This design comes from an exercise in tuning for small area on the open sky130 flow, not from production work.
In this exercise RTL edits were held to simulation tests only and were not proved equivalent to the original.
Power figures rest on the tool's default switching activity, not on a simulated workload.

[flow/run.sh]
#!/bin/bash
# synth_recipe.tcl (not shown) runs the flow's synth.tcl, then flattens the netlist and writes it again
# the make line also repeats each setting of config.mk as NAME=value (left out here)
make -C /OpenROAD-flow-scripts/flow DESIGN_CONFIG=/design/flow/config.mk WORK_HOME=/design/flow/orfs CLKGATE_MAP_FILE= SYNTH_SCRIPT=/design/flow/synth_recipe.tcl finish
[flow/config.mk]
export PLATFORM = sky130hd
export DESIGN_NAME = pss_detector
export DESIGN_NICKNAME = pss_detector
export VERILOG_FILES = /design/flow/design.v
export SDC_FILE = /design/flow/constraint.sdc
export NUM_CORES = 4
export LEC_CHECK = 0
export CAP_MARGIN = 20
export CORE_MARGIN = 2
export CORE_UTILIZATION = 40
export SLEW_MARGIN = 20
[flow/constraint.sdc]
create_clock -name core_clock -period 11.0 [get_ports {clk_i}]
set_input_delay 2.2000 -clock core_clock [delete_from_list [all_inputs] [get_ports {clk_i}]]
set_output_delay 2.2000 -clock core_clock [all_outputs]
set_load 0.01 [all_outputs]
[flow/design.v]
`timescale 1ns/1ps
module pss_sample_window (
    input  logic         clk_i,
    input  logic         reset_ni,
    input  logic [15:0]  sample_i,
    input  logic         sample_valid_i,
    input  logic         window_en_i,
    output logic [255:0] window_o,
    output logic         window_valid_o
);
    logic [15:0]  sample_q;
    logic         accept_q;
    logic [255:0] window_q;
    logic         window_valid_q;
    always_ff @(posedge clk_i) begin
        if (sample_valid_i && window_en_i) begin
            sample_q <= sample_i;
        end
    end
    always_ff @(posedge clk_i) begin
        if (!reset_ni) begin
            accept_q <= 1'b0;
        end else begin
            accept_q <= sample_valid_i && window_en_i;
        end
    end
    always_ff @(posedge clk_i) begin
        if (!reset_ni) begin
            window_q       <= '0;
            window_valid_q <= 1'b0;
        end else begin
            window_valid_q <= accept_q;
            if (accept_q) begin
                window_q <= {window_q[239:0], sample_q};
            end
        end
    end
    assign window_o       = window_q;
    assign window_valid_o = window_valid_q;
endmodule
`timescale 1ns/1ps
module pss_correlator_lane #(
    parameter logic [15:0] TAPS = 16'h0000
) (
    input  logic         clk_i,
    input  logic         reset_ni,
    input  logic [255:0] window_i,
    input  logic         window_valid_i,
    output logic [13:0]  metric_o,
    output logic         metric_valid_o,
    output logic         peak_o
);
    localparam int          PSS_LEN        = 16;
    localparam int          ACC_DW         = 13;
    localparam logic [13:0] PEAK_THRESHOLD = 14'd1200;
    logic signed [ACC_DW-1:0] sum_re;
    logic signed [ACC_DW-1:0] sum_im;
    logic [ACC_DW-1:0]        abs_re;
    logic [ACC_DW-1:0]        abs_im;
    logic [13:0]              metric_q;
    logic                     metric_valid_q;
    logic [13:0]              prev_metric_q;
    logic                     peak_q;
    always_comb begin
        sum_re = '0;
        sum_im = '0;
        for (int i = 0; i < PSS_LEN; i++) begin
            if (TAPS[i]) begin
                sum_re = sum_re + ACC_DW'($signed(window_i[16*(PSS_LEN-1-i)+8 +: 8]));
                sum_im = sum_im + ACC_DW'($signed(window_i[16*(PSS_LEN-1-i)   +: 8]));
            end else begin
                sum_re = sum_re - ACC_DW'($signed(window_i[16*(PSS_LEN-1-i)+8 +: 8]));
                sum_im = sum_im - ACC_DW'($signed(window_i[16*(PSS_LEN-1-i)   +: 8]));
            end
        end
    end
    always_comb begin
        abs_re = sum_re[ACC_DW-1] ? -sum_re : sum_re;
        abs_im = sum_im[ACC_DW-1] ? -sum_im : sum_im;
    end
    always_ff @(posedge clk_i) begin
        if (window_valid_i) begin
            metric_q <= 14'(abs_re) + 14'(abs_im);
        end
    end
    always_ff @(posedge clk_i) begin
        if (!reset_ni) begin
            metric_valid_q <= 1'b0;
        end else begin
            metric_valid_q <= window_valid_i;
        end
    end
    always_ff @(posedge clk_i) begin
        if (!reset_ni) begin
            prev_metric_q <= '0;
            peak_q        <= 1'b0;
        end else begin
            peak_q <= 1'b0;
            if (metric_valid_q) begin
                prev_metric_q <= metric_q;
                peak_q        <= (metric_q >= PEAK_THRESHOLD) &&
                                 (prev_metric_q < PEAK_THRESHOLD);
            end
        end
    end
    assign metric_o       = metric_q;
    assign metric_valid_o = metric_valid_q;
    assign peak_o         = peak_q;
endmodule
`timescale 1ns/1ps
module pss_nid2_decider (
    input  logic       clk_i,
    input  logic       reset_ni,
    input  logic [2:0] peaks_i,
    input  logic [1:0] mode_i,
    input  logic [1:0] requested_nid2_i,
    output logic       window_en_o,
    output logic [2:0] result_o
);
    localparam logic [1:0] SEARCH = 2'd0;
    localparam logic [1:0] FIND   = 2'd1;
    localparam logic [1:0] PAUSE  = 2'd2;
    logic [1:0] peak_cnt;
    logic [1:0] peak_idx;
    logic       single_peak;
    logic       req_hit;
    logic       result_valid_q;
    logic [1:0] result_nid2_q;
    logic       window_en_q;
    always_comb begin
        peak_cnt = '0;
        peak_idx = '0;
        for (int k = 0; k < 3; k++) begin
            if (peaks_i[k]) begin
                peak_cnt = peak_cnt + 2'd1;
                peak_idx = 2'(k);
            end
        end
    end
    assign single_peak = (peak_cnt == 2'd1);
    assign req_hit = single_peak && (peak_idx == requested_nid2_i);
    always_ff @(posedge clk_i) begin
        if (!reset_ni) begin
            result_valid_q <= 1'b0;
            result_nid2_q  <= '0;
            window_en_q    <= 1'b0;
        end else begin
            result_valid_q <= 1'b0;
            case (mode_i)
                SEARCH: begin
                    window_en_q <= 1'b1;
                    if (single_peak) begin
                        result_valid_q <= 1'b1;
                        result_nid2_q  <= peak_idx;
                    end
                end
                FIND: begin
                    window_en_q <= 1'b1;
                    if (req_hit) begin
                        result_valid_q <= 1'b1;
                        result_nid2_q  <= requested_nid2_i;
                    end
                end
                default: begin
                    window_en_q <= 1'b0;
                end
            endcase
        end
    end
    assign window_en_o = window_en_q;
    assign result_o    = {result_valid_q, result_nid2_q};
endmodule
`timescale 1ns/1ps
module pss_detector (
    input  logic        clk_i,
    input  logic        reset_ni,
    input  logic [15:0] sample_i,           
    input  logic        sample_valid_i,
    input  logic [1:0]  mode_i,             
    input  logic [1:0]  requested_nid2_i,
    output logic [2:0]  result_o            
);
    logic [255:0] window;
    logic         window_valid;
    logic         window_en;
    logic [2:0]   peaks;
    pss_sample_window i_sample_window (
        .clk_i          (clk_i),
        .reset_ni       (reset_ni),
        .sample_i       (sample_i),
        .sample_valid_i (sample_valid_i),
        .window_en_i    (window_en),
        .window_o       (window),
        .window_valid_o (window_valid)
    );
    localparam logic [47:0] PSS_TAPS = {16'hC659, 16'h63A5, 16'h1ACF};
    for (genvar n = 0; n < 3; n++) begin : g_lane
        pss_correlator_lane #(
            .TAPS (PSS_TAPS[16*n +: 16])
        ) i_lane (
            .clk_i          (clk_i),
            .reset_ni       (reset_ni),
            .window_i       (window),
            .window_valid_i (window_valid),
            .metric_o       (),
            .metric_valid_o (),
            .peak_o         (peaks[n])
        );
    end
    pss_nid2_decider i_nid2_decider (
        .clk_i            (clk_i),
        .reset_ni         (reset_ni),
        .peaks_i          (peaks),
        .mode_i           (mode_i),
        .requested_nid2_i (requested_nid2_i),
        .window_en_o      (window_en),
        .result_o         (result_o)
    );
endmodule
==> results.sh <==
export IMPL_status="complete, no violations"
export IMPL_die_area_mm2=0.0930
export IMPL_layout_drive_gt1_share=0.0347
export IMPL_p_leak_nw=17.7
export IMPL_root_buffer="clkbuf_16"
export IMPL_critPathMaxFanout=13
export IMPL_maxCapViolations=0
export IMPL_netlist_top_cells_area="fa_1 (37%), dfxtp_1 (16%), mux2i_1 (8.0%), ha_1 (7.8%), inv_1 (7.5%)"
export IMPL_drc=0
export IMPL_post_dp_hpwl_um=65300
export IMPL_setup_viol=0
export IMPL_syn_nets=4391
export IMPL_antenna_left=0
export IMPL_htree_levels=2
export IMPL_routed_wl_um=78400
export IMPL_cts_buffers=45
export IMPL_ctsHoldBuffers=0
export IMPL_syn_inst=3466
export IMPL_final_max_slew_viol_count=0
export IMPL_required_ps=11370
export IMPL_min_period_ps=9720
export IMPL_synth_commonest_cells="inv_1 (725), fa_1 (675), nor2_1 (399), dfxtp_1 (296), mux2i_1 (288)"
export IMPL_crit_arrival_ps=10090
export IMPL_dpl_instance_area_mm2=0.0378
export IMPL_netSwitchingPower_w=0.00174
export IMPL_slew_headroom=0.274
export IMPL_r2r_start="i_sample_window.window_q[233]"
export IMPL_routedLengthMet1_um=37600
export IMPL_first_iter_violations=1141
export IMPL_io_pins=26
export IMPL_synth_top_cell_area_share=0.373
export IMPL_crit_path_end_kind="flip-flop"
export IMPL_max_freq_ghz=0.103
export IMPL_critPathKind="reg2reg"
export IMPL_tightest_slew_ps=1090
export IMPL_die_h_um=305
export IMPL_die_x_um=305
export IMPL_async_flop_share=0
export IMPL_critical_path_slowest_cell="xnor2_1"
export IMPL_highest_layer="met4"
export IMPL_cts_repair_resized=0
export IMPL_num_rows=110
export IMPL_routed_via_count=22300
export IMPL_finClkSkew_ps=28.2
export IMPL_grt_pass1_wl_um=130000
export IMPL_setup_slack_ps=1280
export IMPL_cts_buffer_depth=3
export IMPL_min_period_over_period=0.884
export IMPL_min_path_type="reg2reg"
export IMPL_post_cts_buffers=0
export IMPL_swShare=0.358
export IMPL_syn_cell_area_mm2=0.0362
export IMPL_reg2reg_slack_ps=1280
export IMPL_rsz0062_at_grt="false"
export IMPL_power_frac_clock=0.326
export IMPL_synth_ff_type="dfxtp_1"
export IMPL_n_antenna_cell=0
export IMPL_synth_yosys_seq_area_share=0.202
export IMPL_place_ws_ps=1350
export IMPL_tns_ps=0
export IMPL_num_nets_final=4403
export IMPL_grt_pass1_vias=23800
export IMPL_cts_tree="built"
export IMPL_synth_edf_count=46
export IMPL_power_sequential_fraction=0.287
export IMPL_design_area_mm2=0.0394
export IMPL_post_route_util=0.438
export IMPL_grt_overflow=0
export IMPL_routed_wire_length_per_instance_um=16.7
export IMPL_path_clk_slew_ps=60
export IMPL_worstHoldEndpoint="g_lane[0].i_lane.peak_q"
export IMPL_floorplan_initialDensity=0.403
export IMPL_gp_congestion=0.846
export IMPL_cp_common_cell="fa_1"
export IMPL_start_kind="flip-flop"
export IMPL_combPwrFrac=0.387
export IMPL_hold_worst_slack_ps=484
export IMPL_rr_endpoint="g_lane[2].i_lane.metric_q[13]"
export IMPL_post_synth_top_count_cell="inv_1"
export IMPL_dr_pass1_iters=5
export IMPL_synth_seq_cells=342
export IMPL_hp_start="g_lane[0].i_lane.prev_metric_q[10]"
export IMPL_worstSkewPairLatency_ps=620
export IMPL_antenna_found_initial=1
export IMPL_min_path_cells=1
export IMPL_internal_power_w=0.00312
export IMPL_grt_usage=0.177
export IMPL_synth_warnings=5
export IMPL_viasPerCell=4.76
export IMPL_core_area_mm2=0.0899
export IMPL_avgSynthCellArea_um2=10.5
export IMPL_wl_met3_um=2720
export IMPL_area_growth_pct=8.58
export IMPL_cts_num_sinks=342
export IMPL_finalHoldViolations=0
export IMPL_nFillCells=8547
export IMPL_max_stage_delay_ps=710
export IMPL_synth_distinct_cells=73
export IMPL_synth_area_leader_cell="fa_1"
export IMPL_grt_max_degree=177
export IMPL_wl_met2_um=36400
export IMPL_port_buffer_count=25
export IMPL_worst_r2r_cell_count=36
export IMPL_cellPowerDensity_mw_per_mm2=124
export IMPL_vdd_drop_max_mv=0.142
==> metal layers <==
metal,track usage,vias to the layer above
met5,0,-
met4,0.0416,0
met3,0.0207,83
met2,0.288,324
met1,0.254,11100
li1,-,10800
==> worst max-delay path: cells and delay by family, from the launching register on <==
family	cells	cell delay, ps
compound gates	18	3800
xor+xnor	2	870
fa+ha+maj	9	3790
buf+inv	4	220
flops	1	450
simple gates	3	370
==> how the worst max path moves through the flow <==
| stage | startpoint | to | slack, ps | depth (start not counted) |
|---|---|---|---|---|
| 6_report | i_sample_window.window_q[233] | g_lane[2].i_lane.metric_q[13] | 1280 | 36 |
| 5_1_grt | i_sample_window.window_q[248] | g_lane[2].i_lane.metric_q[13] | 590 | 35 |
| 4_1_cts | i_sample_window.window_q[248] | g_lane[2].i_lane.metric_q[13] | 1360 | 35 |
| 3_5_place_dp | i_sample_window.window_q[248] | g_lane[2].i_lane.metric_q[13] | 1350 | 35 |
| 3_3_place_gp | i_sample_window.window_q[248] | g_lane[2].i_lane.metric_q[13] | 1540 | 35 |
| 2_1_floorplan | i_sample_window.window_q[240] | g_lane[2].i_lane.metric_q[13] | 2270 | 36 |
==> cells by family after synthesis <==
| family | share of synthesized area |
|---|---|
| muxes | 0.0821 |
| and+or+nand+nor | 0.0691 |
| AOI/OAI and AO/OA | 0.0607 |
| buffers and inverters | 0.0836 |
| DFF | 0.202 |
| adders and majority gates | 0.451 |
| xor gates and xnor gates | 0.0517 |
==> state kept, by name, indices dropped and copies added (netlist names) <==
register	count
g_lane.i_lane.metric_valid_q	1
g_lane.i_lane.peak_q	3
i_sample_window.sample_q	16
i_nid2_decider.result_valid_q	1
i_nid2_decider.result_nid2_q	2
i_sample_window.window_q	256
i_sample_window.window_valid_q	1
i_sample_window.accept_q	1
g_lane.i_lane.metric_q	30
i_nid2_decider.window_en_q	1
g_lane.i_lane.prev_metric_q	30
==> through the flow <==
step                      std cells  total power [W]
after global routing           4691          0.00520
after global placement         4607          0.00328
final                          4691          0.00486
after floorplan                3466          0.00290
after detailed placement       4607          0.00330
after CTS                      4691          0.00492
==> cell type report <==
cell class / instances / area (µm²) / share of cell area
Multi-Input combinational cell: 2325 / 25900 / 0.658
Timing Repair Buffer: 38 / 360 / 0.00916
Clock buffer: 53 / 1200 / 0.0304
Clock inverter: 31 / 375 / 0.00954
Inverter: 726 / 2730 / 0.0694
Sequential cell: 342 / 7310 / 0.186
Tap cell: 1176 / 1470 / 0.0374
==> cells in the final DEF (no fill, tap or decap), types with 23 or more instances in the layout <==
| cell type | synthesis | layout |
|---|---|---|
| nor2b_1 | 24 | 24 |
| ha_1 | 227 | 227 |
| xnor2_1 | 134 | 134 |
| nand2_1 | 54 | 54 |
| fa_1 | 675 | 675 |
| xor2_1 | 73 | 73 |
| nor2_1 | 399 | 399 |
| inv_1 | 725 | 724 |
| a21oi_1 | 99 | 99 |
| dfxtp_1 | 296 | 295 |
| mux2i_1 | 288 | 288 |
| clkbuf_16 | 0 | 45 |
| o21ai_0 | 50 | 50 |
| clkdlybuf4s50_1 | 0 | 25 |
| a21o_1 | 49 | 49 |
| nand2b_1 | 23 | 23 |
| edfxtp_1 | 46 | 46 |
==> power groups by stage <==
| stage | clock network, W | registers, W | logic (W) |
|---|---|---|---|
| after global placement | 0 | 0.00142 | 0.00185 |
| after CTS | 0.00164 | 0.00140 | 0.00188 |
| after detailed placement | 0 | 0.00142 | 0.00188 |
| final | 0.00158 | 0.00140 | 0.00188 |
| after global routing | 0.00168 | 0.00140 | 0.00212 |
| after floorplan | 0 | 0.00142 | 0.00148 |

[static timing again, ports no longer ideal]
How much do the figures lean on ideal ports? The routed layout below was timed once more, with nothing changed but the port constraints. Step 1 assumes that a clkbuf_16 drives the clock port and a buf_2 every other input. Step 2, shift: input delay + t, output delay - t, t = (earliest + latest rising clock arrival at the registers) / 2. This alone moves slack from input paths to output paths. Three values: ideal ports, drivers, drivers and shift; two values: the first two.
t (ns): 0.667
setup WS [ns]: 1.279 / 1.279 / 1.279
worst setup path after step 2: register to register
worst register clock-pin slew, ns: 0.07 / 0.07
worst data-port slew with drivers (ns): 0.06
After both steps setup and hold are still met in this run. The setup slack of this run moves by 0.000 ns with the drivers and by 0.000 ns with both steps.
